Source: an optimization exercise on an open RTL-to-GDS flow (aim: small area). Production flows keep margins and buffers that such runs may drop. In this exercise RTL edits were held to simulation tests only and were not proved equivalent to the original. No activity file was given, so power comes from the tool's default toggle rates.

`config.mk`:
```
export PLATFORM = sky130hd
export DESIGN_NAME = cam
export DESIGN_NICKNAME = cam
export VERILOG_FILES = /design/flow/design.v
export SDC_FILE = /design/flow/constraint.sdc
export NUM_CORES = 4
export LEC_CHECK = 0
export CAP_MARGIN = 20
export CORE_MARGIN = 2
export CORE_UTILIZATION = 40
export SETUP_SLACK_MARGIN = 0.2
export SLEW_MARGIN = 20
```
`run.sh`:
```
#!/bin/bash
# synth_recipe.tcl (not shown) runs the flow's synth.tcl, then flattens the netlist and writes it again
# the make line also repeats each setting of config.mk as NAME=value (left out here)
make -C /OpenROAD-flow-scripts/flow DESIGN_CONFIG=/design/flow/config.mk WORK_HOME=/design/flow/orfs CLKGATE_MAP_FILE= SYNTH_SCRIPT=/design/flow/synth_recipe.tcl finish
```
`constraint.sdc`:
```
create_clock -name core_clock -period 8.0 [get_ports {clk}]
set_input_delay 1.6000 -clock core_clock [delete_from_list [all_inputs] [get_ports {clk}]]
set_output_delay 1.6000 -clock core_clock [all_outputs]
set_load 0.01 [all_outputs]
```
`design.v`:
```
module cam #(
    parameter int DATA_WIDTH  = 32,
    parameter int DEPTH       = 32,
    parameter int INDEX_WIDTH = 5
) (
    input  logic                   clk,
    input  logic                   reset,
    input  logic                   read,
    input  logic [INDEX_WIDTH-1:0] read_index,
    input  logic                   write,
    input  logic [INDEX_WIDTH-1:0] write_index,
    input  logic [DATA_WIDTH-1:0]  write_data,
    input  logic                   search,
    input  logic [DATA_WIDTH-1:0]  search_data,
    output logic                   read_valid,
    output logic [DATA_WIDTH-1:0]  read_value,
    output logic                   search_valid,
    output logic [INDEX_WIDTH-1:0] search_index
);
    logic [DATA_WIDTH-1:0] entry_data [DEPTH];
    logic [DEPTH-1:0]      entry_valid;
    logic [DEPTH-1:0]      match;
    always_ff @(posedge clk) begin
        if (!reset) begin
            entry_valid <= '0;
            for (int i = 0; i < DEPTH; i++) begin
                entry_data[i] <= '0;
            end
        end else if (write) begin
            entry_data[write_index]  <= write_data;
            entry_valid[write_index] <= 1'b1;
        end
    end
    always_comb begin
        read_valid = 1'b0;
        read_value = '0;
        if (read) begin
            read_valid = entry_valid[read_index];
            if (entry_valid[read_index]) begin
                read_value = entry_data[read_index];
            end
        end
    end
    always_comb begin
        match = '0;
        for (int i = 0; i < DEPTH; i++) begin
            match[i] = entry_valid[i] && (entry_data[i] == search_data);
        end
    end
    always_comb begin
        search_valid = 1'b0;
        search_index = '0;
        if (search) begin
            for (int i = DEPTH - 1; i >= 0; i--) begin
                if (match[i]) begin
                    search_valid = 1'b1;
                    search_index = INDEX_WIDTH'(i);
                end
            end
        end
    end
endmodule
```
==> results of run 1 <==
==> registers in the layout, summed over array words and instances, names as in the netlist <==
register and flops:
entry_data 1024, entry_valid 32
==> path summary, 6_finish.rpt <==
path	startpoint	to	slack (ps)	cells after the start
worst min-delay path	entry_valid[5]	entry_valid[5]	570	2
worst min register to register	entry_valid[5]	entry_valid[5]	570	2
worst max-delay path	search_data[23]	search_index[1]	310	14
worst max register to register	entry_valid[10]	entry_valid[10]	7160	2
==> critical path, cell delays in order <==
cell,delay [ps]
buf_2,530
buf_4,440
xnor2_1,180
nand4_1,200
nor4_1,490
nand3_1,270
nand2_1,290
o21bai_1,240
a31oi_1,180
o211ai_1,170
and3_1,310
o21ai_1,120
a31oi_1,400
clkdlybuf4s50_1,630
==> logic make-up (layout without fill, tap and decap cells) <==
kind of cell | after synthesis | in the layout
compound gates | 91 | 91
xor+xnor | 1030 | 1030
fa+ha+maj | 5 | 5
buf+inv | 430 | 523
flops | 1056 | 1056
mux | 363 | 363
other cells | 0 | 16
simple gates | 1551 | 1551
==> through the flow <==
stage,total power [mW],area [sq um],utilization
after global routing,14.60,67620,0.4509
after floorplan,7.819,60420,-
after global placement,8.837,63770,0.4252
after detailed placement,8.837,63770,0.4252
after CTS,14.30,67580,0.4507
final,14.39,67650,0.4511
==> metal layers <==
metal	part of all wire	wire length (um)	track usage	vias up
met4	0.068	17520	0.1872	46
met5	0.0015	394	0	-
met1	0.37	94100	0.4405	21040
met3	0.14	35250	0.09276	676
met2	0.43	109500	0.4837	3265
li1	-	-	-	16210
==> cell usage after synthesis, types with 2 or more instances <==
cell type	count
a21oi_1	33
a31oi_1	3
and2_1	1026
and3_1	5
buf_1	7
buf_2	92
buf_4	14
buf_6	49
clkbuf_1	256
clkinv_1	3
dfxtp_1	32
edfxtp_1	1024
ha_1	5
inv_1	7
mux2i_1	32
mux4_2	330
nand2_1	18
nand3_1	50
nand3b_1	2
nand4_1	215
nor2_1	85
nor2b_1	27
nor3_1	12
nor3b_1	2
nor4_1	74
o21a_1	5
o21ai_0	35
o21ai_1	7
or3_1	2
or3b_2	2
or4_1	19
or4_4	7
xnor2_1	842
xnor2_2	6
xor2_1	182
==> layout make-up <==
type                       instances  area (sq um)
sequential                      1056         31390
inverter                          10         37.54
fill                           13530         82300
clock buffer                     136          3014
timing repair buffer             300          2442
clock inverter                    77         802.0
tap                             2016          2522
multi-input combinational       3040         27400
antenna                           16         40.04
==> power groups by stage <==
stage	logic (mW)	registers, mW	clock network (mW)
floorplan	1.18	6.64	0
global placement	2.11	6.72	0
detailed placement	2.11	6.73	0
CTS	2.12	6.62	5.57
global route	2.19	6.64	5.77
finish	2.20	6.62	5.56
==> results.py, run 1 <==
metrics = {
    "status": {
        "status": "complete, no violations",
    },
    "yosys": {
        "ys_async_sr_fraction": 0,
        "synthSimpleGateAreaFrac": 0.1564,
        "yosysTopAreaCell": "edfxtp_1",
        "syn-num-nets": 4610,
        "yosysWarnings": 1,
        "synthMuxAreaShare": 0.1285,
        "synth_cell_types": 51,
        "syn_inst": 4526,
        "synth_xor_area_frac": 0.1500,
        "netlist_area_sq_um": 60420,
        "synth_top_area_frac": 0.5089,
        "avgSynthCellArea_sq_um": 13.35,
        "synth_edf_count": 1024,
        "synth_compound_area_frac": 0.008490,
        "synth-seq-area-share": 0.5195,
        "synth_ff_type": "edfxtp_1",
        "ys_ff_latch": 1056,
        "synthTopCellsByArea": "edfxtp_1 (51%), mux4_2 (12%), xnor2_1 (12%)",
        "synth_adder_area_share": 0.001035,
        "synth_top_family_by_area": "simple AND/OR/NAND/NOR gates",
    },
    "routing": {
        "drt_wl_total_mm": 256.8,
        "drc": 0,
        "drt_iter0_drc": 7651,
        "vias": 41230,
        "ant_nets": 0,
        "wl_per_cell_um": 38.60,
        "avgViaCountPerCell": 6.199,
        "drt_pre_antenna_iters": 8,
    },
    "power": {
        "sequentialPowerShare": 0.460,
        "netSwitchingFraction": 0.2840,
        "power_frac_comb": 0.153,
        "power_density_nw_per_um2": 212.7,
        "worst_ir_drop_vdd_mv": 0.1591,
        "p_int_mw": 10.30,
        "p_clk_frac": 0.387,
        "p_leak_nw": 22.05,
        "p_sw_mw": 4.086,
    },
    "grt": {
        "grt_pass1_vias": 39150,
        "grt_pass1_wl_mm": 344.8,
        "antenna_found_initial": 59,
        "grt.total_usage": 0.3306,
        "overflow": 0,
        "grt_max_degree": 68,
    },
    "cts": {
        "clkSinkCount": 1056,
        "cts_hold_buf": 0,
        "cts_tree": "done",
        "cts_setup_buffers": 0,
        "ctsResizeCount": 0,
        "clock_path_buffers": 3,
        "cts_root_buf": "clkbuf_16",
        "numCtsBuffers": 114,
        "clk_pin_slew_ps": 60,
        "cts_max_level": 3,
        "clock_latency_ps": 750,
    },
    "floorplanning": {
        "die_y_um": 392.7,
        "ioPinCount": 118,
        "rows": 142,
        "die_w_um": 392.7,
        "die-area_sq_um": 154200,
        "start_util": 0.4030,
        "fp.coreArea_sq_um": 150000,
    },
    "placed_design": {
        "port_buffers": 117,
        "dp_cells": 6421,
        "place_ws_ps": 587.7,
        "hpwlAfterDp_mm": 182.4,
        "routabilityCongestion": 1.044,
    },
    "timing": {
        "setup_viol": 0,
        "fin_crit_sh": 0.9613,
        "max_slew_margin": 0.1433,
        "period_minus_slack_ps": 7690,
        "fin_skew_ps": 0,
        "tightest_slew_ps": 1285,
        "setup_slack_ps": 309.7,
        "finalSetupTns_ps": 0,
        "slew_viol_final": 0,
        "rsz0062_at_grt": "no",
        "clock.fmax_ghz": 0.1300,
        "hold_viol": 0,
        "whs_ps": 565.3,
    },
    "cells_and_area": {
        "area_delta_synth_final_pct": 11.96,
        "nets": 4606,
        "drive_gt1_frac": 0.1853,
        "mostFrequentLayoutCell": "and2_1",
        "final_cell_mix": "and2_1 (1026), edfxtp_1 (1024), xnor2_1 (842), mux4_2 (330), nand4_1 (215)",
        "fin_cells": 6651,
    },
    "critical_path": {
        "cp_max_fo": 12,
        "startpoint_type": "primary input",
        "crit_required_ps": 6400,
        "worst_ep_arrival_time_ps": 6090,
        "critPathCaptureType": "output port",
        "crit_type": "primary input to output port",
    },
    "worst_hold_path": {
        "hold_class": "flop to flop",
    },
    "job": {
        "cap_viol_max_count": 0,
    },
}
==> inputs of run 2 (changes only) <==
--- a/design.v
+++ b/design.v
@@ -21,30 +21,26 @@
     logic [DEPTH-1:0]      entry_valid;
     logic [DEPTH-1:0]      match;
+    logic [DEPTH-1:0]      rsel;
     always_ff @(posedge clk) begin
-        if (!reset) begin
+        if (!reset)
             entry_valid <= '0;
-            for (int i = 0; i < DEPTH; i++) begin
-                entry_data[i] <= '0;
-            end
-        end else if (write) begin
-            entry_data[write_index]  <= write_data;
+        else if (write)
             entry_valid[write_index] <= 1'b1;
-        end
+    end
+    always_ff @(posedge clk) begin
+        if (write)
+            entry_data[write_index] <= write_data;
     end
     always_comb begin
-        read_valid = 1'b0;
+        for (int i = 0; i < DEPTH; i++)
+            rsel[i] = read && (read_index == INDEX_WIDTH'(i)) && entry_valid[i];
+        read_valid = |rsel;
         read_value = '0;
-        if (read) begin
-            read_valid = entry_valid[read_index];
-            if (entry_valid[read_index]) begin
-                read_value = entry_data[read_index];
-            end
-        end
+        for (int i = 0; i < DEPTH; i++)
+            read_value = read_value | ({DATA_WIDTH{rsel[i]}} & entry_data[i]);
     end
     always_comb begin
-        match = '0;
-        for (int i = 0; i < DEPTH; i++) begin
+        for (int i = 0; i < DEPTH; i++)
             match[i] = entry_valid[i] && (entry_data[i] == search_data);
-        end
     end
     always_comb begin
==> run 2 against run 1 <==
  * Sequential cell count is the same
  * Sequential share of layout area up 6.3 points
  * First-iteration DRC count up 41%
  * Worst setup slack got worse by 180 ps
  * Via count rose by 4.6%
==> results.py, run 2 <==
metrics = {
    "job": {
        "cap_viol_max_count": 0,
    },
    "timing": {
        "fin_crit_sh": 0.9832,
        "max_slew_margin": 0.1164,
        "period_minus_slack_ps": 7865,
        "whs_ps": 587.7,
        "setup_viol": 0,
        "slew_viol_final": 0,
        "setup_slack_ps": 134.5,
        "clock.fmax_ghz": 0.1271,
        "fin_skew_ps": 0,
        "hold_viol": 0,
        "tightest_slew_ps": 1316,
        "finalSetupTns_ps": 0,
        "rsz0062_at_grt": "no",
    },
    "floorplanning": {
        "fp.coreArea_sq_um": 125700,
        "die_w_um": 359.9,
        "rows": 130,
        "die_y_um": 359.9,
        "die-area_sq_um": 129500,
        "ioPinCount": 118,
        "start_util": 0.4029,
    },
    "yosys": {
        "synth-seq-area-share": 0.6196,
        "synth_cell_types": 47,
        "ys_ff_latch": 1056,
        "syn-num-nets": 3722,
        "avgSynthCellArea_sq_um": 13.92,
        "ys_top_cells_by_count": "edfxtp_1 (1024), xnor2_1 (742), a22oi_1 (308), nand4_1 (280), xor2_1 (280)",
        "synth_ff_type": "edfxtp_1",
        "yosysMostFrequentCell": "edfxtp_1",
        "synthTopCellsByArea": "edfxtp_1 (61%), xnor2_1 (13%), xor2_1 (4.8%)",
        "syn_inst": 3639,
        "netlist_area_sq_um": 50660,
        "ys_async_sr_fraction": 0,
        "yosysWarnings": 1,
        "yosysTopAreaCell": "edfxtp_1",
        "synth_edf_count": 1024,
        "synth_top_area_frac": 0.6069,
    },
    "cells_and_area": {
        "final_cell_mix": "edfxtp_1 (1024), xnor2_1 (740), buf_4 (391), a22oi_1 (308), nand4_1 (280)",
        "postLayoutCellArea_sq_um": 59600,
        "area_delta_synth_final_pct": 17.64,
        "mostFrequentLayoutCell": "edfxtp_1",
        "regMostFlops": "entry_data",
        "reg_top3": "entry_data (1024), entry_valid (32)",
        "drive_gt1_frac": 0.1707,
        "fillerInstances": 11170,
        "area.sequential_sq_um": 31390,
        "multi_input_area_sq_um": 18120,
        "largest_reg_flops": 1024,
        "nets": 4095,
    },
    "grt": {
        "grt_pass1_wl_mm": 442.1,
        "antenna_found_initial": 73,
        "grt_pass1_vias": 37570,
        "grt.total_usage": 0.5434,
        "grt_max_degree": 34,
        "overflow": 0,
    },
    "routing": {
        "wl_per_cell_um": 62.21,
        "drt_pre_antenna_iters": 9,
        "vias": 43130,
        "drt_iter0_drc": 10800,
        "drt_wl_total_mm": 360.2,
        "avgViaCountPerCell": 7.449,
        "ant_nets": 0,
        "drc": 0,
    },
    "power": {
        "worst_ir_drop_vdd_mv": 0.1855,
        "p_leak_nw": 18.99,
        "sequentialPowerShare": 0.472,
        "p_clk_frac": 0.426,
        "p_int_mw": 9.586,
        "power_frac_comb": 0.102,
        "netSwitchingFraction": 0.2699,
        "p_sw_mw": 3.544,
        "power_density_nw_per_um2": 220.3,
    },
    "critical_path": {
        "startpoint_type": "primary input",
        "crit_required_ps": 6400,
        "cp_max_fo": 18,
        "worst_ep_arrival_time_ps": 6270,
        "cp_slowest_cell": "clkdlybuf4s50_1",
        "crit_chain": "buf_2, buf_4, xor2_1, nor4_1, nand3_1, buf_4, or4_1, a21boi_1, o21ai_1, a21oi_1, a211oi_1, buf_4, o21ai_1, a21oi_1, clkdlybuf4s50_1",
        "crit_type": "primary input to output port",
        "cp_common_cell": "buf_4",
        "slowest_delay_ps": 600,
        "critPathCaptureType": "output port",
    },
    "cts": {
        "cts_hold_buf": 0,
        "clock_path_buffers": 3,
        "clk_pin_slew_ps": 60,
        "numCtsBuffers": 117,
        "cts_root_buf": "clkbuf_16",
        "clkSinkCount": 1056,
        "cts_max_level": 3,
        "clock_latency_ps": 770,
        "cts_tree": "done",
    },
    "placed_design": {
        "hpwlAfterDp_mm": 268.4,
        "place_ws_ps": 246.5,
        "routabilityCongestion": 1.171,
        "postPlaceCellArea_sq_um": 55740,
        "port_buffers": 117,
    },
    "worst_hold_path": {
        "hold_class": "flop to flop",
    },
    "status": {
        "status": "complete, no violations",
    },
}
[run 2: final cells by class]
class / instances / area share
sequential: 1056 / 0.5267
multi-input combinational: 2305 / 0.3040
timing repair buffer: 519 / 0.06865
clock buffer: 148 / 0.05234
tap: 1650 / 0.03464
clock inverter: 65 / 0.01148
antenna: 34 / 0.001428
inverter: 13 / 0.0008187
[run 2: final timing paths]
path	from	end	slack [ps]	cells past startpoint
setup / recovery	search_data[11]	search_index[0]	130	15
hold / removal	entry_valid[2]	entry_valid[2]	590	2
setup reg to reg	entry_valid[29]	entry_valid[29]	6920	2
hold reg to reg	entry_valid[2]	entry_valid[2]	590	2
[run 2: through the flow]
| step | total power [mW] | std cells | util |
|---|---|---|---|
| floorplan | 6.735 | 3639 | - |
| global placement | 7.530 | 5536 | 0.4422 |
| detailed placement | 7.520 | 5543 | 0.4433 |
| CTS | 12.92 | 5756 | 0.4736 |
| global route | 13.17 | 5758 | 0.4734 |
| finish | 13.13 | 5790 | 0.4740 |
[run 2: cells by family after synthesis]
logic type | synth area share
adders and majority gates | 0.0009879
DFF | 0.6196
xor gates and xnor gates | 0.1780
and+or+nand+nor | 0.08120
buffers and inverters | 0.03188
AOI/OAI and AO/OA | 0.08839
[run 2: worst max-delay path: cells and delay by family]
kind                      cells  cell delay, ps
and+or+nand+nor               3            1520
buffers and inverters         5            1940
AOI/OAI and AO/OA             6            1000
xor gates and xnor gates      1             190
[run 2: power by group through the flow]
stage               sequential, mW  clock, mW  combinational [mW]
floorplan                     6.28          0               0.450
global placement              6.31          0                1.22
detailed placement            6.31          0                1.21
CTS                           6.20       5.51                1.21
global route                  6.20       5.72                1.25
finish                        6.20       5.60                1.33
[run 2: timing repair]
item                       in CTS  in global routing
resized for setup               0                  1
setup endpoints to repair       0                  1
buffers inserted                0                  0
[run 2: layer usage]
layer | global-route usage | wire (um) | vias up
met1 | 0.6460 | 120800 | 21470
met2 | 0.7082 | 135300 | 5347
met3 | 0.3005 | 63960 | 1403
met4 | 0.4493 | 39600 | 64
met5 | 0.0003700 | 599 | -
li1 | - | - | 14850
==> inputs of run 3 (changes only) <==
--- a/design.v
+++ b/design.v
@@ -28,7 +28,15 @@
             entry_valid[write_index] <= 1'b1;
     end
-    always_ff @(posedge clk) begin
-        if (write)
-            entry_data[write_index] <= write_data;
+    logic [DEPTH-1:0] wsel, whold;
+    always_comb begin
+        for (int i = 0; i < DEPTH; i++) begin
+            wsel[i]  = write && (write_index == INDEX_WIDTH'(i));
+            whold[i] = !write || (write_index != INDEX_WIDTH'(i));
+        end
+    end
+    for (genvar i = 0; i < DEPTH; i++) begin : g_row
+        cam_row #(.W(DATA_WIDTH)) u_row (
+            .clk(clk), .set(wsel[i]), .hold(whold[i]),
+            .d(write_data), .q(entry_data[i]));
     end
     always_comb begin
@@ -57,2 +65,14 @@
     end
 endmodule
+module cam_row #(
+    parameter int W = 32
+) (
+    input  logic         clk,
+    input  logic         set,
+    input  logic         hold,
+    input  logic [W-1:0] d,
+    output logic [W-1:0] q
+);
+    always_ff @(posedge clk)
+        q <= ({W{set}} & d) | ({W{hold}} & q);
+endmodule
--- a/config.mk
+++ b/config.mk
@@ -8,5 +8,8 @@
 export CAP_MARGIN = 20
 export CORE_MARGIN = 2
-export CORE_UTILIZATION = 40
+export CORE_UTILIZATION = 65
+export CTS_CLUSTER_DIAMETER = 120
+export CTS_CLUSTER_SIZE = 24
 export SETUP_SLACK_MARGIN = 0.2
 export SLEW_MARGIN = 20
+export SYNTH_HIERARCHICAL = 1
==> run 3 against run 2 <==
  * The run now fails in global routing (5_1_grt)
  * Synthesized area increased by 2.3%
  * Synthesized cell count up 34%
==> results.py, run 3 <==
metrics = {
    "status": {
        "status": "stopped before the end",
        "lastStage": "global routing (5_1_grt)",
        "error_line": "[ERROR GRT-0116] Global routing finished with congestion. Check the congestion regions in the DRC Viewer.",
    },
    "yosys": {
        "ys_async_sr_fraction": 0,
        "synth_edf_count": 0,
        "avgSynthCellArea_sq_um": 10.61,
        "syn_inst": 4887,
        "syn-num-nets": 4972,
        "yosysWarnings": 9,
        "synth_cell_types": 52,
        "yosysTopAreaCell": "dfxtp_1",
        "synth-seq-area-share": 0.4079,
        "synth_ff_type": "dfxtp_1",
        "netlist_area_sq_um": 51830,
        "synthTopCellsByArea": "dfxtp_1 (41%), a22o_1 (18%), xnor2_1 (12%)",
        "ys_ff_latch": 1056,
        "ys_top_cells_by_count": "a22o_1 (1062), dfxtp_1 (1056), xnor2_1 (721), a22oi_1 (308), xor2_1 (296)",
        "synth_top_area_frac": 0.4079,
        "yosysMostFrequentCell": "a22o_1",
    },
    "grt": {
        "grt_pass1_vias": 52480,
        "grt_pass1_wl_mm": 451.8,
        "grt.total_usage": 0.7946,
        "grt_max_degree": 34,
        "overflow": 18,
    },
    "cts": {
        "cts_setup_buffers": 0,
        "clkSinkCount": 1056,
        "cts_root_buf": "clkbuf_16",
        "clock_path_buffers": 3,
        "numCtsBuffers": 49,
        "cts_max_level": 2,
        "cts_hold_buf": 0,
        "ctsResizeCount": 0,
    },
    "placed_design": {
        "hpwlAfterDp_mm": 230.3,
        "port_buffers": 117,
        "routabilityCongestion": 1.359,
        "dp_cells": 5798,
    },
    "floorplanning": {
        "die_w_um": 286.4,
        "start_util": 0.6561,
        "rows": 103,
        "ioPinCount": 118,
        "die_y_um": 286.4,
    },
}
run 3: cell count changes after synthesis, sizes merged, moves of 9 or more:
cell / delta
nor2: -38
a22o: +1024
nand4: -12
inv: +33
a31oi: +11
xnor2: -23
nand2: +24
xor2: +17
dfxtp: +1024
edfxtp: -1024
and2: +9
buf: +194
run 3: power groups by stage:
stage | sequential (mW) | clock (mW) | combinational (mW)
floorplan | 7.13 | 0 | 1.96
global placement | 7.92 | 0 | 3.03
detailed placement | 7.93 | 0 | 3.07
CTS | 7.82 | 2.80 | 3.09
run 3: layer usage:
layer / overflow / track usage
met5: 0 / 0.4936
met4: 10 / 0.6870
met3: 0 / 0.6993
met2: 8 / 0.8965
met1: 0 / 0.8380
run 3: worst max-delay path by stage:
stage,to,slack (ps),cells after the start
2_1_floorplan,search_valid,2640,11
3_3_place_gp,search_index[0],670,13
3_5_place_dp,search_index[0],780,13
4_1_cts,search_index[0],780,13
run 3: through the flow:
step / util / setup slack (ps) / instance area [sq um]
CTS: 0.6726 / 775.2 / 53140
detailed placement: 0.6571 / 781.3 / 51910
global placement: 0.6568 / 672.6 / 51890
floorplan: - / 2644 / 51830
run 3: kinds of logic after synthesis:
group	share of synthesized area
simple gates	0.08010
compound gates	0.2616
xor+xnor	0.1728
fa+ha+maj	0.001448
flops	0.4079
buf+inv	0.07623
==> inputs of run 4 (changes only) <==
--- a/design.v
+++ b/design.v
@@ -21,5 +21,12 @@
     logic [DEPTH-1:0]      entry_valid;
     logic [DEPTH-1:0]      match;
-    logic [DEPTH-1:0]      rsel;
+    logic [DEPTH-1:0]      wsel, whold, rsel;
+    always_comb begin
+        for (int i = 0; i < DEPTH; i++) begin
+            wsel[i]  = write && (write_index == INDEX_WIDTH'(i));
+            whold[i] = !wsel[i];
+            rsel[i]  = read && (read_index == INDEX_WIDTH'(i)) && entry_valid[i];
+        end
+    end
     always_ff @(posedge clk) begin
         if (!reset)
@@ -28,27 +35,17 @@
             entry_valid[write_index] <= 1'b1;
     end
-    logic [DEPTH-1:0] wsel, whold;
-    always_comb begin
-        for (int i = 0; i < DEPTH; i++) begin
-            wsel[i]  = write && (write_index == INDEX_WIDTH'(i));
-            whold[i] = !write || (write_index != INDEX_WIDTH'(i));
-        end
-    end
     for (genvar i = 0; i < DEPTH; i++) begin : g_row
         cam_row #(.W(DATA_WIDTH)) u_row (
-            .clk(clk), .set(wsel[i]), .hold(whold[i]),
-            .d(write_data), .q(entry_data[i]));
+            .clk(clk), .set(wsel[i]), .hold(whold[i]), .d(write_data),
+            .valid(entry_valid[i]), .key(search_data),
+            .q(entry_data[i]), .match(match[i]));
     end
-    always_comb begin
-        for (int i = 0; i < DEPTH; i++)
-            rsel[i] = read && (read_index == INDEX_WIDTH'(i)) && entry_valid[i];
-        read_valid = |rsel;
-        read_value = '0;
-        for (int i = 0; i < DEPTH; i++)
-            read_value = read_value | ({DATA_WIDTH{rsel[i]}} & entry_data[i]);
-    end
-    always_comb begin
-        for (int i = 0; i < DEPTH; i++)
-            match[i] = entry_valid[i] && (entry_data[i] == search_data);
+    assign read_valid = |rsel;
+    for (genvar j = 0; j < DATA_WIDTH; j++) begin : g_rd
+        logic [DEPTH-1:0] col;
+        for (genvar i = 0; i < DEPTH; i++) begin : g_col
+            assign col[i] = entry_data[i][j];
+        end
+        cam_rdbit #(.N(DEPTH)) u_rd (.sel(rsel), .d(col), .y(read_value[j]));
     end
     always_comb begin
@@ -72,7 +69,41 @@
     input  logic         hold,
     input  logic [W-1:0] d,
-    output logic [W-1:0] q
+    input  logic         valid,
+    input  logic [W-1:0] key,
+    output logic [W-1:0] q,
+    output logic         match
 );
     always_ff @(posedge clk)
         q <= ({W{set}} & d) | ({W{hold}} & q);
+    assign match = valid && (q == key);
 endmodule
+module cam_rdbit #(
+    parameter int N = 32    
+) (
+    input  logic [N-1:0] sel,
+    input  logic [N-1:0] d,
+    output logic         y
+);
+    logic [10:0] n;
+    for (genvar g = 0; g < 10; g++) begin : g_aoi
+        cam_aoi222 u_aoi (
+            .a1(sel[3*g]),   .a2(d[3*g]),
+            .b1(sel[3*g+1]), .b2(d[3*g+1]),
+            .c1(sel[3*g+2]), .c2(d[3*g+2]),
+            .y(n[g]));
+    end
+    cam_aoi22 u_aoi22 (.a1(sel[30]), .a2(d[30]), .b1(sel[31]), .b2(d[31]), .y(n[10]));
+    assign y = ~&n;
+endmodule
+module cam_aoi222 (
+    input  logic a1, a2, b1, b2, c1, c2,
+    output logic y
+);
+    assign y = ~((a1 & a2) | (b1 & b2) | (c1 & c2));
+endmodule
+module cam_aoi22 (
+    input  logic a1, a2, b1, b2,
+    output logic y
+);
+    assign y = ~((a1 & a2) | (b1 & b2));
+endmodule
--- a/config.mk
+++ b/config.mk
@@ -8,5 +8,5 @@
 export CAP_MARGIN = 20
 export CORE_MARGIN = 2
-export CORE_UTILIZATION = 65
+export CORE_UTILIZATION = 55
 export CTS_CLUSTER_DIAMETER = 120
 export CTS_CLUSTER_SIZE = 24
==> run 4 against run 3 <==
  * Now clean on timing, DRC and antenna
  * Synthesized area shrank 6.2%
  * Synthesized cell count shrank 7.8%
==> results.py, run 4 <==
metrics = {
    "routing": {
        "wl_per_cell_um": 35.96,
        "drc": 0,
        "drt_iter0_drc": 7862,
        "drt_wl_total_mm": 209.2,
        "avgViaCountPerCell": 7.423,
        "drt_pre_antenna_iters": 10,
        "ant_nets": 0,
        "vias": 43190,
    },
    "cells_and_area": {
        "utilization": 0.6016,
        "reg_top3": "g_row.u_row.q (1024), entry_valid (32)",
        "nets": 4733,
        "regMostFlops": "g_row.u_row.q",
        "largest_reg_flops": 1024,
        "postLayoutCellArea_sq_um": 52920,
        "fillerInstances": 7585,
        "mostFrequentLayoutCell": "dfxtp_1",
        "drive_gt1_frac": 0.08970,
        "area_delta_synth_final_pct": 8.854,
        "fin_cells": 5818,
        "final_cell_mix": "dfxtp_1 (1056), a22o_1 (993), xor2_1 (993), a222oi_1 (320), nor4_1 (233)",
    },
    "job": {
        "cap_viol_max_count": 0,
    },
    "yosys": {
        "synth-seq-area-share": 0.4349,
        "syn-num-nets": 4592,
        "synth_top_area_frac": 0.4349,
        "avgSynthCellArea_sq_um": 10.79,
        "ys_async_sr_fraction": 0,
        "syn_inst": 4507,
        "synth_edf_count": 0,
        "synthTopCellsByArea": "dfxtp_1 (43%), a22o_1 (18%), xor2_1 (18%)",
        "synth_cell_types": 57,
        "ys_ff_latch": 1056,
        "yosysMostFrequentCell": "dfxtp_1",
        "ys_top_cells_by_count": "dfxtp_1 (1056), a22o_1 (993), xor2_1 (993), a222oi_1 (320), nor4_1 (233)",
        "yosysWarnings": 9,
        "synth_ff_type": "dfxtp_1",
        "yosysTopAreaCell": "dfxtp_1",
        "netlist_area_sq_um": 48610,
    },
    "placed_design": {
        "routabilityCongestion": 0.9858,
        "port_buffers": 117,
        "place_ws_ps": 880.9,
        "hpwlAfterDp_mm": 146.2,
        "postPlaceCellArea_sq_um": 51590,
        "dp_cells": 5761,
    },
    "timing": {
        "slew_viol_final": 0,
        "tightest_slew_ps": 1174,
        "period_minus_slack_ps": 7323,
        "setup_slack_ps": 677.3,
        "clock.fmax_ghz": 0.1366,
        "hold_viol": 0,
        "fin_crit_sh": 0.9153,
        "max_slew_margin": 0.2098,
        "setup_viol": 0,
        "rsz0062_at_grt": "no",
        "whs_ps": 524.6,
        "finalSetupTns_ps": 0,
        "fin_skew_ps": 0,
    },
    "grt": {
        "overflow": 0,
        "grt_pass1_wl_mm": 294.9,
        "antenna_found_initial": 13,
        "grt.total_usage": 0.4433,
        "grt_max_degree": 34,
        "grt_pass1_vias": 39350,
    },
    "floorplanning": {
        "ioPinCount": 118,
        "die-area_sq_um": 90780,
        "die_y_um": 301.3,
        "fp.coreArea_sq_um": 87970,
        "die_w_um": 301.3,
        "start_util": 0.5526,
        "rows": 109,
    },
    "cts": {
        "cts_root_buf": "clkbuf_16",
        "numCtsBuffers": 49,
        "cts_tree": "done",
        "clkSinkCount": 1056,
        "ctsResizeCount": 0,
        "cts_setup_buffers": 0,
        "clk_pin_slew_ps": 90,
        "clock_latency_ps": 660,
        "cts_max_level": 2,
        "cts_hold_buf": 0,
        "clock_path_buffers": 3,
    },
    "critical_path": {
        "critPathCaptureType": "output port",
        "cp_max_fo": 32,
        "crit_type": "primary input to output port",
        "rrSetupSlack_ps": 7140,
        "startpoint_type": "primary input",
        "crit_required_ps": 6400,
        "worst_ep_arrival_time_ps": 5720,
    },
    "power": {
        "netSwitchingFraction": 0.3110,
        "sequentialPowerShare": 0.584,
        "power_density_nw_per_um2": 238.1,
        "p_leak_nw": 23.00,
        "p_int_mw": 8.682,
        "p_sw_mw": 3.919,
        "worst_ir_drop_vdd_mv": 0.2105,
        "power_frac_comb": 0.186,
        "p_total_mw": 12.60,
        "p_clk_frac": 0.230,
    },
    "worst_hold_path": {
        "hold_class": "flop to flop",
    },
    "status": {
        "status": "complete, no violations",
    },
}
==> run 4: cell types whose count changed after synthesis, moves of 73 or more <==
cell,delta
buf_6,-243
xnor2_1,-689
nand4_1,-171
a22oi_1,-308
nor4_1,+132
xor2_1,+697
a222oi_1,+319
a221oi_1,-101
clkbuf_1,+73
==> run 4: modules after synthesis, one instance, submodules excluded, a selection <==
module / area (sq um) / flip-flops and latches / times used / cells inside
cam_aoi222: 10.01 / 0 / 320 / 1
cam_aoi22: 12.51 / 0 / 32 / 1
cam: 2648 / 32 / 1 / 379
==> run 4: metal layers <==
metal / part of all wire / global-route usage / routed length [um] / vias to the layer above
met2: 0.42 / 0.6531 / 87550 / 3156
li1: - / - / - / 18120
met1: 0.39 / 0.5985 / 80750 / 21330
met4: 0.061 / 0.2196 / 12820 / 14
met3: 0.13 / 0.1174 / 28000 / 565
met5: 0.00041 / 0 / 86 / -
==> run 4: cell families after synthesis <==
family,share of synthesized area
AND/OR/NAND/NOR,0.08872
adder cells (fa/ha/maj),0.001544
flip-flops,0.4349
multiplexers,0.002008
XOR/XNOR,0.1853
AO/OA/AOI/OAI,0.2678
buffers and inverters,0.01966
==> run 4: worst paths after layout <==
kind / start / to / cells after the start
worst max-delay path: read_index[1] / read_value[16] / 8
worst min-delay path: g_row[27].u_row.q[15] / g_row[27].u_row.q[15] / 1
worst max register to register: entry_valid[11] / entry_valid[11] / 2
worst min register to register: g_row[27].u_row.q[15] / g_row[27].u_row.q[15] / 1
==> run 4: final cells by class <==
type,count,area [sq um],share of cell area
Clock buffer,51,1276,0.02412
Inverter,43,161.4,0.003050
Clock inverter,1,8.758,0.0001655
Timing Repair Buffer,297,2335,0.04412
Sequential cell,1056,21140,0.3995
Multi-Input combinational cell,3201,26530,0.5013
Antenna cell,4,10.01,0.0001892
Tap cell,1165,1458,0.02755
==> run 4: power groups by stage <==
stage | Sequential [mW] | Clock, mW | Combinational [mW]
4_1_cts | 7.32 | 2.89 | 2.30
2_1_floorplan | 7.12 | 0 | 1.66
3_3_place_gp | 7.45 | 0 | 2.24
3_5_place_dp | 7.43 | 0 | 2.30
6_report | 7.36 | 2.89 | 2.35
5_1_grt | 7.46 | 3.07 | 2.53
==> run 4: worst max-delay path, cell delays in order <==
cell             delay (ps)
clkdlybuf4s50_1         750
nor2_1                  290
and3_1                  240
buf_4                   250
a222oi_1                860
nand4_1                 600
or3_1                   570
clkdlybuf4s50_1         500
==> inputs of run 5 (changes only) <==
==> flow/run.sh (new file) <==
#!/bin/bash
set -euo pipefail
export BUFFER_PORTS_ARGS="-buffer_cell sky130_fd_sc_hd__buf_1"
export CTS_ARGS="-sink_clustering_enable -repair_clock_nets -sink_clustering_size 24 -sink_clustering_max_diameter 120 -dont_use_dummy_load"
bash standard.sh finish > flow.log 2>&1
==> standard.sh (new file) <==
#!/bin/bash
# synth_recipe.tcl (not shown) runs the flow's synth.tcl, then flattens the netlist and writes it again
# the make line also repeats each setting of config.mk as NAME=value (left out here)
make -C /OpenROAD-flow-scripts/flow DESIGN_CONFIG=/design/flow/config.mk WORK_HOME=/design/flow/orfs CLKGATE_MAP_FILE= SYNTH_SCRIPT=/design/flow/synth_recipe.tcl "${@:-finish}"
removed: run.sh
==> run 5 against run 4 <==
  * Maximum frequency grew 1.2%
  * Sequential power about the same
  * Non-clock buffer count decreased by 27
  * Combinational power hardly changed
  * Die area unchanged
  * Still clean
  * Sequential cell count stayed put
  * Clock-buffer cell count down 1
  * Design area is 1.3% lower
  * Critical path depth grew 3
==> results.py, run 5 <==
metrics = {
    "critical_path": {
        "crit_chain": "clkbuf_2, xor2_1, nor4_1, nand3_1, nor3_2, or4_1, a21oi_1, o21ai_0, nand2_1, a21oi_1, buf_1",
        "crit_required_ps": 6400,
        "crit_type": "primary input to output port",
        "startpoint": "search_data[11]",
        "rrSetupSlack_ps": 7170,
        "cp_common_cell": "a21oi_1",
        "worstReg2RegEnd": "entry_valid[9]",
        "slowest_delay_ps": 870,
        "cp_slowest_cell": "nor4_1",
        "worst-r2r-cell-count": 2,
        "cp_max_fo": 21,
        "critPathCaptureType": "output port",
        "endpoint": "search_index[2]",
        "worst_ep_arrival_time_ps": 5640,
        "timing.rr.start": "entry_valid[9]",
        "startpoint_type": "primary input",
    },
    "power": {
        "power_frac_comb": 0.189,
        "p_leak_nw": 22.68,
        "power_density_nw_per_um2": 241.9,
        "sequentialPowerShare": 0.581,
        "worst_ir_drop_vdd_mv": 0.2628,
        "netSwitchingFraction": 0.3161,
        "p_clk_frac": 0.230,
        "p_int_mw": 8.644,
        "p_sw_mw": 3.995,
    },
    "grt": {
        "grt.total_usage": 0.4556,
        "grt_max_degree": 34,
        "antenna_found_initial": 21,
        "overflow": 0,
        "grt_pass1_wl_mm": 300.8,
        "grt_pass1_vias": 39840,
    },
    "floorplanning": {
        "rows": 109,
        "die_w_um": 301.3,
        "start_util": 0.5526,
        "fp.coreArea_sq_um": 87970,
        "die_y_um": 301.3,
        "ioPinCount": 118,
        "die-area_sq_um": 90780,
    },
    "timing": {
        "whs_ps": 528.8,
        "clock.fmax_ghz": 0.1382,
        "fin_crit_sh": 0.9048,
        "tightest_slew_ps": 1249,
        "setup_viol": 0,
        "fin_skew_ps": 0,
        "rsz0062_at_grt": "no",
        "slew_viol_final": 0,
        "period_minus_slack_ps": 7238,
        "hold_viol": 0,
        "max_slew_margin": 0.1675,
        "finalSetupTns_ps": 0,
    },
    "routing": {
        "ant_nets": 0,
        "drt_iter0_drc": 7896,
        "wl_per_cell_um": 37.03,
        "drc": 0,
        "drt_wl_total_mm": 214.5,
        "drt_pre_antenna_iters": 11,
        "vias": 43410,
        "avgViaCountPerCell": 7.494,
    },
    "cts": {
        "cts_hold_buf": 0,
        "clock_path_buffers": 3,
        "clkSinkCount": 1056,
        "cts_max_level": 2,
        "numCtsBuffers": 50,
        "clk_pin_slew_ps": 90,
        "cts_setup_buffers": 0,
        "cts_tree": "done",
        "cts_root_buf": "clkbuf_16",
        "ctsResizeCount": 0,
        "clock_latency_ps": 670,
    },
    "yosys": {
        "ys_async_sr_fraction": 0,
        "synth_top_area_frac": 0.4349,
        "synth-seq-area-share": 0.4349,
        "synthTopCellsByArea": "dfxtp_1 (43%), a22o_1 (18%), xor2_1 (18%)",
        "yosysTopAreaCell": "dfxtp_1",
        "syn-num-nets": 4592,
        "netlist_area_sq_um": 48610,
        "ys_ff_latch": 1056,
        "synth_cell_types": 57,
        "yosysWarnings": 9,
        "ys_top_cells_by_count": "dfxtp_1 (1056), a22o_1 (993), xor2_1 (993), a222oi_1 (320), nor4_1 (233)",
        "synth_edf_count": 0,
        "syn_inst": 4507,
        "avgSynthCellArea_sq_um": 10.79,
        "yosysMostFrequentCell": "dfxtp_1",
        "synth_ff_type": "dfxtp_1",
    },
    "placed_design": {
        "dp_cells": 5735,
        "routabilityCongestion": 1.049,
        "postPlaceCellArea_sq_um": 50980,
        "port_buffers": 117,
        "hpwlAfterDp_mm": 144.8,
    },
    "cells_and_area": {
        "fin_cells": 5793,
        "area_delta_synth_final_pct": 7.482,
        "fillerInstances": 7639,
        "postLayoutCellArea_sq_um": 52250,
        "regMostFlops": "g_row.u_row.q",
        "nets": 4707,
        "drive_gt1_frac": 0.08571,
        "final_cell_mix": "dfxtp_1 (1056), a22o_1 (993), xor2_1 (993), a222oi_1 (320), nor4_1 (230)",
        "reg_top3": "g_row.u_row.q (1024), entry_valid (32)",
        "mostFrequentLayoutCell": "dfxtp_1",
        "largest_reg_flops": 1024,
    },
    "worst_hold_path": {
        "hold_class": "flop to flop",
        "hold_start": "g_row[25].u_row.q[15]",
    },
    "job": {
        "cap_viol_max_count": 0,
    },
    "status": {
        "status": "complete, no violations",
    },
}
## run 5: power by group through the flow
stage | logic [mW] | registers (mW) | clock network, mW
floorplan | 1.66 | 7.12 | 0
global placement | 2.27 | 7.42 | 0
detailed placement | 2.33 | 7.41 | 0
CTS | 2.34 | 7.30 | 2.89
global route | 2.56 | 7.45 | 3.06
finish | 2.38 | 7.35 | 2.91
## run 5: cells by family (layout without fill, tap and decap cells)
logic type / Yosys count / count (layout) / synth area share
simple gates: 717 / 717 / 0.08872
xor+xnor: 1027 / 1027 / 0.1853
fa+ha+maj: 6 / 6 / 0.001544
buf+inv: 250 / 363 / 0.01966
compound gates: 1442 / 1442 / 0.2678
other cells: 0 / 8 / 0
mux: 9 / 9 / 0.002008
flops: 1056 / 1056 / 0.4349
## run 5: per-stage QoR
stage               total power, mW    util  setup WS [ps]
global placement              9.694  0.5792           1043
global route                  13.08  0.5938          826.9
finish                        12.64  0.5940          761.6
CTS                           12.53  0.5937           1027
floorplan                     8.782       -           2710
detailed placement            9.737  0.5795           1039
## run 5: per-layer routing
layer  global-route usage  vias to the layer above  part of all wire
met3               0.1282                      617              0.13
li1                     -                    18080                 -
met1               0.5993                    21500              0.38
met2               0.6605                     3195              0.41
met5                    0                        -           0.00069
met4               0.2777                       22             0.072
## run 5: cell type report
type | instances | area [sq um] | area share
Antenna cell | 8 | 20.02 | 0.0003832
Clock buffer | 50 | 1251 | 0.02395
Inverter | 43 | 161.4 | 0.003089
Multi-Input combinational cell | 3201 | 26540 | 0.5080
Sequential cell | 1056 | 21140 | 0.4046
Tap cell | 1165 | 1458 | 0.02790
Timing Repair Buffer | 270 | 1674 | 0.03204
## run 5: modules after synthesis (local to each module, per instance), a selection
module	times used	flip-flops and latches	cells inside
cam_aoi22	32	0	1
cam_aoi222	320	0	1
cam	1	32	379
## run 5: worst min-delay path by stage
stage	end	slack, ps	depth (start not counted)
after CTS	g_row[9].u_row.q[15]	530	1
after detailed placement	g_row[19].u_row.q[24]	500	1
after floorplan	entry_valid[10]	470	2
final	g_row[25].u_row.q[15]	530	1
after global placement	g_row[18].u_row.q[26]	500	1
after global routing	g_row[12].u_row.q[16]	540	1
## run 5: worst max-delay path: cells and delay by family
family / cells / cell delay [ps]
buf+inv: 2 / 970
xor+xnor: 1 / 160
simple gates: 5 / 2110
compound gates: 3 / 730
==> inputs of run 6 (changes only) <==
==> flow/run.sh (replaced) <==
#!/bin/bash
set -euo pipefail
here=$(pwd)
export BUFFER_PORTS_ARGS="-buffer_cell sky130_fd_sc_hd__buf_1"
export CTS_ARGS="-sink_clustering_enable -repair_clock_nets -sink_clustering_size 24 -sink_clustering_max_diameter 120 -dont_use_dummy_load"
export POST_FLOORPLAN_TCL="$here/flow/downsize.tcl"
export RECOVER_POWER=100
bash standard.sh finish > flow.log 2>&1
==> flow/downsize.tcl (new file) <==
# Sized-down start for the resizer: every combinational cell that synthesis
# mapped at a drive strength above 1 is set back to its _1 variant when that
# is smaller. Flip-flops, latches, tie, tap and fill cells are left alone.
# repair_design and repair_timing in the later steps upsize again wherever
# slew, capacitance or timing needs it.
set n 0
set saved 0.0
foreach inst [[ord::get_db_block] getInsts] {
  set m [$inst getMaster]
  set name [$m getName]
  if {![regexp {^(sky130_fd_sc_hd__)([a-z0-9]+)_([0-9]+)$} $name -> pfx base drive]} { continue }
  if {$drive <= 1} { continue }
  if {[regexp {^(df|edf|sdf|sedf|dl|conb|tap|fill|decap|clk)} $base]} { continue }
  set small [get_lib_cells -quiet ${pfx}${base}_1]
  if {[llength $small] == 0} { continue }
  if {[get_property $small dont_use]} { continue }
  set nm [[ord::get_db] findMaster ${pfx}${base}_1]
  if {$nm eq "NULL"} { continue }
  set a0 [expr {[$m getWidth] * [$m getHeight]}]
  set a1 [expr {[$nm getWidth] * [$nm getHeight]}]
  if {$a1 >= $a0} { continue }
  replace_cell [$inst getName] ${pfx}${base}_1
  incr n
  set saved [expr {$saved + ($a0 - $a1) / 1e6}]
}
puts "downsize: resized $n instances, [format %.1f $saved] um2 smaller"
==> run 6 against run 5 <==
  * Now fails the layout checks on capacitance limit, slew limit
  * Die area did not move
  * Worst setup slack got worse by 420 ps
  * Core utilization fell by 0.80 points
==> results.py, run 6 <==
metrics = {
    "status": {
        "status": "finished with violations",
        "check-failures": "capacitance limit, slew limit",
    },
    "yosys": {
        "synth_cell_types": 57,
        "synth_top_area_frac": 0.4349,
        "syn_inst": 4507,
        "yosysTopAreaCell": "dfxtp_1",
        "ys_top_cells_by_count": "dfxtp_1 (1056), a22o_1 (993), xor2_1 (993), a222oi_1 (320), nor4_1 (233)",
        "ys_async_sr_fraction": 0,
        "yosysMostFrequentCell": "dfxtp_1",
        "synth_edf_count": 0,
        "syn-num-nets": 4592,
        "synth-seq-area-share": 0.4349,
        "avgSynthCellArea_sq_um": 10.79,
        "netlist_area_sq_um": 48610,
        "ys_ff_latch": 1056,
        "synthTopCellsByArea": "dfxtp_1 (43%), a22o_1 (18%), xor2_1 (18%)",
        "synth_ff_type": "dfxtp_1",
        "yosysWarnings": 9,
    },
    "cells_and_area": {
        "final_cell_mix": "dfxtp_1 (1056), a22o_1 (1025), xor2_1 (994), a222oi_1 (320), nor4_1 (233)",
        "fin_cells": 5790,
        "drive_gt1_frac": 0.04638,
        "largest_reg_flops": 1024,
        "postLayoutCellArea_sq_um": 51550,
        "utilization": 0.5860,
        "regMostFlops": "g_row.u_row.q",
        "nets": 4701,
        "mostFrequentLayoutCell": "dfxtp_1",
        "reg_top3": "g_row.u_row.q (1024), entry_valid (32)",
        "area_delta_synth_final_pct": 6.038,
    },
    "timing": {
        "finalSetupTns_ps": 0,
        "slew_viol_final": 1855,
        "rsz0062_at_grt": "no",
        "tightest_slew_ps": 2626,
        "hold_viol": 0,
        "fin_skew_ps": 0,
        "setup_viol": 0,
        "fin_crit_sh": 0.9568,
        "period_minus_slack_ps": 7654,
        "clock.fmax_ghz": 0.1306,
        "max_slew_margin": -0.7510,
        "whs_ps": 523.8,
    },
    "routing": {
        "drc": 0,
        "drt_wl_total_mm": 196.7,
        "vias": 42370,
        "ant_nets": 0,
        "drt_iter0_drc": 6979,
        "drt_pre_antenna_iters": 14,
        "wl_per_cell_um": 33.96,
        "avgViaCountPerCell": 7.318,
    },
    "cts": {
        "cts_tree": "done",
        "clk_pin_slew_ps": 100,
        "numCtsBuffers": 49,
        "cts_setup_buffers": 0,
        "cts_hold_buf": 0,
        "cts_root_buf": "clkbuf_16",
        "clock_path_buffers": 3,
        "clkSinkCount": 1056,
        "ctsResizeCount": 0,
        "cts_max_level": 2,
        "clock_latency_ps": 680,
    },
    "floorplanning": {
        "rows": 109,
        "ioPinCount": 118,
        "fp.coreArea_sq_um": 87970,
        "die_y_um": 301.3,
        "die-area_sq_um": 90780,
        "start_util": 0.5526,
        "die_w_um": 301.3,
    },
    "placed_design": {
        "hpwlAfterDp_mm": 136.4,
        "dp_cells": 5730,
        "port_buffers": 117,
        "postPlaceCellArea_sq_um": 50530,
        "routabilityCongestion": 0.9768,
    },
    "critical_path": {
        "startpoint_type": "primary input",
        "critPathCaptureType": "output port",
        "worstReg2RegEnd": "g_row[12].u_row.q[26]",
        "worst_ep_arrival_time_ps": 6050,
        "crit_type": "primary input to output port",
        "worst-r2r-cell-count": 1,
        "cp_max_fo": 16,
        "crit_required_ps": 6400,
        "startpoint": "search_data[29]",
        "timing.rr.start": "g_row[12].u_row.q[26]",
        "endpoint": "search_index[3]",
        "rrSetupSlack_ps": 7170,
    },
    "power": {
        "sequentialPowerShare": 0.588,
        "p_int_mw": 8.605,
        "p_sw_mw": 3.841,
        "power_frac_comb": 0.182,
        "netSwitchingFraction": 0.3086,
        "power_density_nw_per_um2": 241.5,
        "p_clk_frac": 0.230,
        "p_leak_nw": 22.42,
        "worst_ir_drop_vdd_mv": 0.2691,
    },
    "job": {
        "cap_viol_max_count": 57,
    },
    "grt": {
        "grt_max_degree": 34,
        "grt_pass1_wl_mm": 282.1,
        "grt.total_usage": 0.4164,
        "overflow": 0,
        "antenna_found_initial": 21,
        "grt_pass1_vias": 38910,
    },
    "worst_hold_path": {
        "hold_class": "flop to flop",
    },
}
-- run 6: cell types whose count changed in the layout (fill, tap and decap cells not counted), sizes merged --
cell    previous run  this run
diode              8        11
clkinv             3         1
clkbuf           113       182
inv               40        42
buf              207       132
-- run 6: cells by family after synthesis --
family | Yosys count | synth area share
AND/OR/NAND/NOR | 717 | 0.08872
XOR/XNOR | 1027 | 0.1853
flip-flops | 1056 | 0.4349
adder cells (fa/ha/maj) | 6 | 0.001544
buffers and inverters | 250 | 0.01966
multiplexers | 9 | 0.002008
AO/OA/AOI/OAI | 1442 | 0.2678
-- run 6: layout make-up --
type	instances	area [sq um]
well taps	1165	1458
fillers	7857	36420
clock buffers	49	1226
repair buffers	265	1410
multi-input cells	3201	26120
inverters	43	161.4
flip-flops and latches	1056	21140
diodes	11	27.53
-- run 6: metal layers --
metal  GRT usage  vias to the layer above  wire, um  share of wire
met4      0.2049                       26     10880          0.055
met5           0                        -       174        0.00088
li1            -                    18070         -              -
met1      0.5785                    21260     80300           0.41
met2      0.6113                     2607     83350           0.42
met3     0.08854                      419     21950           0.11
-- run 6: metrics by stage --
step | worst slack [ps] | power [mW]
detailed placement | 701.3 | 9.624
global route | 333.3 | 12.94
finish | 345.6 | 12.45
CTS | 692.1 | 12.39
floorplan | 2710 | 8.782
global placement | 543.7 | 9.583
-- run 6: worst min-delay path by stage --
stage	start	end	depth (start not counted)
floorplan	entry_valid[10]	entry_valid[10]	2
global placement	g_row[25].u_row.q[2]	g_row[25].u_row.q[2]	1
detailed placement	g_row[6].u_row.q[20]	g_row[6].u_row.q[20]	1
CTS	g_row[25].u_row.q[5]	g_row[25].u_row.q[5]	1
global route	g_row[1].u_row.q[19]	g_row[1].u_row.q[19]	1
finish	g_row[13].u_row.q[14]	g_row[13].u_row.q[14]	1
-- run 6: modules after synthesis, one instance, submodules excluded, a selection --
module | flops+latches | cell area (sq um) | times used | cells
cam | 32 | 2648 | 1 | 379
cam_aoi22 | 0 | 12.51 | 32 | 1
cam_aoi222 | 0 | 10.01 | 320 | 1
-- run 6: critical path, cell delays in order --
cell and delay, ps:
clkbuf_2 220, buf_4 310, buf_4 340, xor2_1 110, nor4_1 860, nand4_1 440, nor3_1 880, nor4_1 180
nand2_1 110, a21oi_1 50, nor3b_1 700, buf_1 220
-- run 6: power by group through the flow --
stage	clock (mW)	combinational (mW)	sequential (mW)
floorplan	0	1.66	7.12
finish	2.86	2.26	7.32
detailed placement	0	2.23	7.39
global placement	0	2.18	7.40
CTS	2.87	2.24	7.28
global route	3.04	2.47	7.43
==> inputs of run 7 (changes only) <==
--- a/flow/run.sh
+++ b/flow/run.sh
@@ -5,4 +5,3 @@
 export CTS_ARGS="-sink_clustering_enable -repair_clock_nets -sink_clustering_size 24 -sink_clustering_max_diameter 120 -dont_use_dummy_load"
 export POST_FLOORPLAN_TCL="$here/flow/downsize.tcl"
-export RECOVER_POWER=100
 bash standard.sh finish > flow.log 2>&1
==> run 7 against run 6 <==
  * Now clean on timing, DRC and antenna
  * Core utilization grew 0.27 points
  * Sequential cell count is the same
  * Design area grew 0.46%
  * First-iteration DRC count shrank 3.6%
  * Total power is essentially flat
  * Worst setup slack gained 23 ps
  * Final cell count is essentially flat
  * Synthesized area is the same
==> results.py, run 7 <==
metrics = {
    "timing": {
        "slew_viol_final": 0,
        "finalSetupTns_ps": 0,
        "setup_viol": 0,
        "hold_viol": 0,
        "fin_skew_ps": 0,
        "tightest_slew_ps": 1177,
        "max_slew_margin": 0.2152,
        "setup_slack_ps": 369.1,
        "clock.fmax_ghz": 0.1310,
        "fin_crit_sh": 0.9539,
        "period_minus_slack_ps": 7631,
        "rsz0062_at_grt": "no",
    },
    "cts": {
        "clock_path_buffers": 3,
        "cts_setup_buffers": 0,
        "clkSinkCount": 1056,
        "cts_root_buf": "clkbuf_16",
        "cts_tree": "done",
        "ctsResizeCount": 0,
        "cts_max_level": 2,
        "numCtsBuffers": 49,
        "clk_pin_slew_ps": 100,
        "clock_latency_ps": 680,
        "cts_hold_buf": 0,
    },
    "placed_design": {
        "port_buffers": 117,
        "postPlaceCellArea_sq_um": 50530,
        "place_ws_ps": 701.3,
        "routabilityCongestion": 0.9768,
        "hpwlAfterDp_mm": 136.4,
    },
    "critical_path": {
        "crit_required_ps": 6400,
        "startpoint_type": "primary input",
        "rrSetupSlack_ps": 7180,
        "worst_ep_arrival_time_ps": 6030,
        "cp_max_fo": 16,
        "crit_type": "primary input to output port",
        "critPathCaptureType": "output port",
    },
    "yosys": {
        "syn-num-nets": 4592,
        "syn_inst": 4507,
        "synth_top_area_frac": 0.4349,
        "synthTopCellsByArea": "dfxtp_1 (43%), a22o_1 (18%), xor2_1 (18%)",
        "ys_ff_latch": 1056,
        "yosysMostFrequentCell": "dfxtp_1",
        "synth-seq-area-share": 0.4349,
        "avgSynthCellArea_sq_um": 10.79,
        "yosysWarnings": 9,
        "netlist_area_sq_um": 48610,
        "synth_ff_type": "dfxtp_1",
        "yosysTopAreaCell": "dfxtp_1",
        "synth_cell_types": 57,
        "synth_edf_count": 0,
        "ys_top_cells_by_count": "dfxtp_1 (1056), a22o_1 (993), xor2_1 (993), a222oi_1 (320), nor4_1 (233)",
        "ys_async_sr_fraction": 0,
    },
    "routing": {
        "wl_per_cell_um": 33.95,
        "wl_met3_mm": 22.40,
        "routed.top_layer": "met5",
        "ant_nets": 0,
        "drt_pre_antenna_iters": 10,
        "drt_iter0_drc": 6730,
        "vias": 42320,
        "wl_met1_mm": 79.65,
        "drt_wl_total_mm": 196.5,
        "wl_met2_mm": 83.36,
        "avgViaCountPerCell": 7.310,
        "drc": 0,
    },
    "power": {
        "p_int_mw": 8.606,
        "p_total_mw": 12.45,
        "power_frac_comb": 0.182,
        "p_sw_mw": 3.849,
        "power_density_nw_per_um2": 240.5,
        "worst_ir_drop_vdd_mv": 0.2689,
        "p_leak_nw": 22.64,
        "netSwitchingFraction": 0.3091,
        "sequentialPowerShare": 0.588,
        "p_clk_frac": 0.230,
    },
    "cells_and_area": {
        "final_cell_mix": "dfxtp_1 (1056), a22o_1 (1025), xor2_1 (994), a222oi_1 (320), nor4_1 (233)",
        "largest_reg_flops": 1024,
        "drive_gt1_frac": 0.06068,
        "reg_top3": "g_row.u_row.q (1024), entry_valid (32)",
        "fillerInstances": 7814,
        "area_delta_synth_final_pct": 6.522,
        "nets": 4701,
        "utilization": 0.5887,
        "regMostFlops": "g_row.u_row.q",
        "mostFrequentLayoutCell": "dfxtp_1",
        "postLayoutCellArea_sq_um": 51780,
    },
    "floorplanning": {
        "die-area_sq_um": 90780,
        "die_y_um": 301.3,
        "ioPinCount": 118,
        "start_util": 0.5526,
        "rows": 109,
        "die_w_um": 301.3,
        "fp.coreArea_sq_um": 87970,
    },
    "grt": {
        "grt_pass1_wl_mm": 282.1,
        "grt.total_usage": 0.4164,
        "overflow": 0,
        "grt_max_degree": 34,
        "antenna_found_initial": 21,
        "grt_pass1_vias": 38910,
    },
    "job": {
        "cap_viol_max_count": 0,
    },
    "worst_hold_path": {
        "hold_class": "flop to flop",
    },
    "status": {
        "status": "complete, no violations",
    },
}
## run 7: cell counts after synthesis
No cell type changed its count.
## run 7: per-module statistics from Yosys, one instance, submodules excluded, excerpt
module	copies in the design	cells inside	area (sq um)	flip-flops and latches
cam	1	379	2648	32
cam_aoi22	32	1	12.51	0
cam_aoi222	320	1	10.01	0
## run 7: final timing paths
path,start,endpoint,cells after the start
min reg2reg,g_row[13].u_row.q[14],g_row[13].u_row.q[14],1
min,g_row[13].u_row.q[14],g_row[13].u_row.q[14],1
max reg2reg,g_row[12].u_row.q[26],g_row[12].u_row.q[26],1
max,search_data[29],search_index[3],12
## run 7: cell families after synthesis
kind of cell               synth area share
and+or+nand+nor                     0.08872
adders and majority gates          0.001544
xor gates and xnor gates             0.1853
muxes                              0.002008
AOI/OAI and AO/OA                    0.2678
DFF                                  0.4349
buffers and inverters               0.01966
## run 7: stage by stage
step / cells / hold slack [ps]
after floorplan: 4507 / 471.7
after global routing: 5785 / 538.5
final: 5789 / 522.9
after global placement: 5730 / 495.4
after CTS: 5779 / 526.4
after detailed placement: 5730 / 500.4
## run 7: cell type report
| cell class | count | area (sq um) | area share |
|---|---|---|---|
| inverter | 43 | 161.4 | 0.003117 |
| timing repair buffer | 265 | 1643 | 0.03173 |
| clock buffer | 49 | 1226 | 0.02368 |
| antenna | 10 | 25.02 | 0.0004833 |
| sequential | 1056 | 21140 | 0.4083 |
| multi-input combinational | 3201 | 26130 | 0.5046 |
| tap | 1165 | 1458 | 0.02815 |
## run 7: metal layers
layer	GRT usage	up-vias
met5	0	-
met4	0.2049	28
met3	0.08854	433
met2	0.6113	2677
met1	0.5785	21120
li1	-	18060
## run 7: worst max-delay path, stage by stage
cell,delay [ps]
clkbuf_2,220
buf_4,310
buf_4,350
xor2_1,110
nor4_1,870
nand4_1,430
nor3_1,900
nor4_1,190
nand2_1,110
a21oi_1,50
nor3b_1,660
buf_1,220
## run 7: power groups by stage
stage / Clock, mW / Sequential [mW] / Combinational (mW)
6_report: 2.87 / 7.32 / 2.26
5_1_grt: 3.04 / 7.43 / 2.47
4_1_cts: 2.87 / 7.28 / 2.24
3_5_place_dp: 0 / 7.39 / 2.23
3_3_place_gp: 0 / 7.40 / 2.18
2_1_floorplan: 0 / 7.12 / 1.66
==> inputs of run 8 (changes only) <==
--- a/design.v
+++ b/design.v
@@ -22,9 +22,19 @@
     logic [DEPTH-1:0]      match;
     logic [DEPTH-1:0]      wsel, whold, rsel;
+    logic [3:0] wlo, rlo;
+    logic [7:0] whi, rhi;
     always_comb begin
+        for (int k = 0; k < 4; k++) begin
+            wlo[k] = write && (write_index[1:0] == 2'(k));
+            rlo[k] = read  && (read_index[1:0]  == 2'(k));
+        end
+        for (int k = 0; k < 8; k++) begin
+            whi[k] = (write_index[4:2] == 3'(k));
+            rhi[k] = (read_index[4:2]  == 3'(k));
+        end
         for (int i = 0; i < DEPTH; i++) begin
-            wsel[i]  = write && (write_index == INDEX_WIDTH'(i));
+            wsel[i]  = wlo[i % 4] && whi[i / 4];
             whold[i] = !wsel[i];
-            rsel[i]  = read && (read_index == INDEX_WIDTH'(i)) && entry_valid[i];
+            rsel[i]  = rlo[i % 4] && rhi[i / 4] && entry_valid[i];
         end
     end
@@ -32,6 +42,6 @@
         if (!reset)
             entry_valid <= '0;
-        else if (write)
-            entry_valid[write_index] <= 1'b1;
+        else
+            entry_valid <= entry_valid | wsel;
     end
     for (genvar i = 0; i < DEPTH; i++) begin : g_row
@@ -49,16 +59,5 @@
         cam_rdbit #(.N(DEPTH)) u_rd (.sel(rsel), .d(col), .y(read_value[j]));
     end
-    always_comb begin
-        search_valid = 1'b0;
-        search_index = '0;
-        if (search) begin
-            for (int i = DEPTH - 1; i >= 0; i--) begin
-                if (match[i]) begin
-                    search_valid = 1'b1;
-                    search_index = INDEX_WIDTH'(i);
-                end
-            end
-        end
-    end
+    cam_prio u_prio (.search(search), .m(match), .valid(search_valid), .idx(search_index));
 endmodule
 module cam_row #(
@@ -108,2 +107,21 @@
     assign y = ~((a1 & a2) | (b1 & b2));
 endmodule
+module cam_prio (
+    input  logic        search,
+    input  logic [31:0] m,
+    output logic        valid,
+    output logic [4:0]  idx
+);
+    always_comb begin
+        valid = 1'b0;
+        idx   = '0;
+        if (search) begin
+            for (int i = 31; i >= 0; i--) begin
+                if (m[i]) begin
+                    valid = 1'b1;
+                    idx   = 5'(i);
+                end
+            end
+        end
+    end
+endmodule
==> run 8 against run 7 <==
  * Die area shrank 0.81%
  * Design area shrank 0.62%
  * Still clean
  * Hold slack lost 23 ps
  * Synthesized cell count shrank 1.8%
  * Critical path type unchanged
  * Synthesized area shrank 0.82%
  * Final cell count shrank 1.2%
==> results.py, run 8 <==
metrics = {
    "routing": {
        "wl_met3_mm": 20.43,
        "drt_iter0_drc": 6350,
        "drc": 0,
        "wl_per_cell_um": 32.61,
        "vias": 41340,
        "routed.top_layer": "met5",
        "wl_met1_mm": 76.57,
        "drt_pre_antenna_iters": 9,
        "ant_nets": 0,
        "drt_wl_total_mm": 186.5,
        "avgViaCountPerCell": 7.229,
        "wl_met2_mm": 78.60,
    },
    "floorplanning": {
        "die-area_sq_um": 90040,
        "start_util": 0.5557,
        "fp.coreArea_sq_um": 86750,
        "die_w_um": 300.1,
        "rows": 108,
        "die_y_um": 300.1,
        "ioPinCount": 118,
    },
    "cts": {
        "clk_pin_slew_ps": 100,
        "clock_path_buffers": 3,
        "numCtsBuffers": 49,
        "cts_root_buf": "clkbuf_16",
        "clock_latency_ps": 650,
        "ctsResizeCount": 0,
        "cts_tree": "done",
        "cts_hold_buf": 0,
        "cts_setup_buffers": 0,
        "clkSinkCount": 1056,
        "cts_max_level": 2,
    },
    "yosys": {
        "ys_async_sr_fraction": 0,
        "synth_xor_area_frac": 0.1860,
        "avgSynthCellArea_sq_um": 10.89,
        "ys_ff_latch": 1056,
        "synth_adder_area_share": 0,
        "syn_inst": 4426,
        "yosysWarnings": 10,
        "synthTopCellsByArea": "dfxtp_1 (44%), a22o_1 (18%), xor2_1 (18%)",
        "netlist_area_sq_um": 48210,
        "synth_ff_type": "dfxtp_1",
        "ys_top_cells_by_count": "dfxtp_1 (1056), a22o_1 (992), xor2_1 (992), a222oi_1 (320), nor4_1 (229)",
        "synthMuxAreaShare": 0.002440,
        "synth_compound_area_frac": 0.2714,
        "syn-num-nets": 4505,
        "synthSimpleGateAreaFrac": 0.08245,
        "synth_cell_types": 54,
        "synth_edf_count": 0,
        "synth_top_area_frac": 0.4385,
        "synth-seq-area-share": 0.4385,
        "synth_top_family_by_area": "compound AO/OA/AOI/OAI gates",
        "yosysTopAreaCell": "dfxtp_1",
        "yosysMostFrequentCell": "dfxtp_1",
    },
    "grt": {
        "grt_max_degree": 34,
        "grt.total_usage": 0.3994,
        "grt_pass1_wl_mm": 271.2,
        "overflow": 0,
        "antenna_found_initial": 22,
        "grt_pass1_vias": 38180,
    },
    "critical_path": {
        "slowest_delay_ps": 890,
        "cp_slowest_cell": "nor3_1",
        "worst_ep_arrival_time_ps": 5800,
        "critPathBufInv": 3,
        "crit_chain": "clkbuf_2, xor2_1, nor4_1, nand4_1, nor3_1, inv_1, a21oi_1, o21a_1, a2111oi_0, a2111oi_1, buf_1",
        "critPathCaptureType": "output port",
        "startpoint_type": "primary input",
        "crit_type": "primary input to output port",
        "cp_max_fo": 19,
        "timing.rr.start": "entry_valid[24]",
        "cp_top_family": "simple AND/OR/NAND/NOR gates",
        "crit_required_ps": 6400,
        "startpoint": "search_data[2]",
    },
    "job": {
        "cap_viol_max_count": 0,
    },
    "timing": {
        "slew_viol_final": 0,
        "hold_viol": 0,
        "tightest_slew_ps": 1180,
        "whs_ps": 499.6,
        "fin_skew_ps": 0,
        "fin_crit_sh": 0.9253,
        "max_slew_margin": 0.2134,
        "setup_viol": 0,
        "period_minus_slack_ps": 7402,
        "clock.fmax_ghz": 0.1351,
        "finalSetupTns_ps": 0,
        "rsz0062_at_grt": "no",
    },
    "placed_design": {
        "port_buffers": 117,
        "postPlaceCellArea_sq_um": 50200,
        "routabilityCongestion": 0.9984,
        "hpwlAfterDp_mm": 132.2,
    },
    "cells_and_area": {
        "mostFrequentLayoutCell": "dfxtp_1",
        "final_cell_mix": "dfxtp_1 (1056), a22o_1 (1025), xor2_1 (992), a222oi_1 (320), nor4_1 (231)",
        "utilization": 0.5932,
        "fillerInstances": 7589,
        "largest_reg_flops": 1024,
        "drive_gt1_frac": 0.06217,
        "regMostFlops": "g_row.u_row.q",
        "reg_top3": "g_row.u_row.q (1024), entry_valid (32)",
        "multi_input_area_sq_um": 25740,
        "postLayoutCellArea_sq_um": 51460,
        "area.sequential_sq_um": 21140,
        "nets": 4633,
        "area_delta_synth_final_pct": 6.737,
    },
    "worst_hold_path": {
        "hold_class": "flop to flop",
        "hold_start": "entry_valid[26]",
    },
    "status": {
        "status": "complete, no violations",
    },
    "power": {
        "p_leak_nw": 22.62,
        "power_density_nw_per_um2": 239.8,
        "worst_ir_drop_vdd_mv": 0.2262,
        "p_total_mw": 12.34,
    },
}
==> run 8: changes by cell type after synthesis, moves of 5 or more <==
cell	delta
nor2b_1	-43
o21a_1	+31
a21oi_1	-20
a31oi_1	-16
nand3_1	-10
nor2_1	-9
ha_1	-6
and3b_1	+5
==> run 8: path summary, 6_finish.rpt <==
path | endpoint | slack (ps) | depth (start not counted)
worst max register to register | entry_valid[24] | 7230 | 1
worst min-delay path | entry_valid[26] | 500 | 1
worst max-delay path | search_index[0] | 600 | 11
worst min register to register | entry_valid[26] | 500 | 1
==> run 8: layer usage <==
metal	global-route usage	vias up
li1	-	17840
met1	0.5624	20570
met2	0.5849	2527
met3	0.07818	379
met4	0.1920	22
met5	0.008995	-
==> run 8: Yosys stat by module, one instance, submodules excluded, excerpt <==
| module | times used | flip-flops and latches | area, sq um |
|---|---|---|---|
| cam_prio | 1 | 0 | 395.4 |
| cam_aoi22 | 32 | 0 | 12.51 |
| cam_aoi222 | 320 | 0 | 10.01 |
| cam | 1 | 32 | 1852 |
==> run 8: where the power goes <==
part	total, mW	internal [mW]	switching [mW]	leakage (nW)
registers	7.31	6.27	1.03	8.78
logic	2.22	1.22	0.995	13.2
clock network	2.81	1.10	1.71	0.604
total	12.3	8.60	3.74	22.6
==> run 8: final cells by class <==
type	instances	area share
multi-input cells	3129	0.5002
flip-flops and latches	1056	0.4108
repair buffers	278	0.03358
well taps	1155	0.02808
clock buffers	49	0.02383
inverters	40	0.002918
diodes	11	0.0005349
==> run 8: cells by family (layout without fill, tap and decap cells) <==
| kind of cell | Yosys count | in the layout |
|---|---|---|
| AO/OA/AOI/OAI | 1440 | 1440 |
| flip-flops | 1056 | 1056 |
| XOR/XNOR | 1024 | 1024 |
| AND/OR/NAND/NOR | 658 | 658 |
| buffers and inverters | 241 | 367 |
| multiplexers | 7 | 7 |
| other | 0 | 11 |
==> run 8: stage by stage <==
stage	cells	worst slack (ps)
CTS	5707	891.0
global route	5709	599.0
floorplan	4426	2871
global placement	5658	960.3
finish	5718	597.6
detailed placement	5658	917.5

Re-timed with assumed drivers on the ports (clkbuf_16 on the clock, buf_2 on other inputs), run 8 has 0.555 ns of setup slack against 0.598 ns with ideal ports, and 0.555 ns once port delays also move by the mid clock arrival of 0.722 ns.
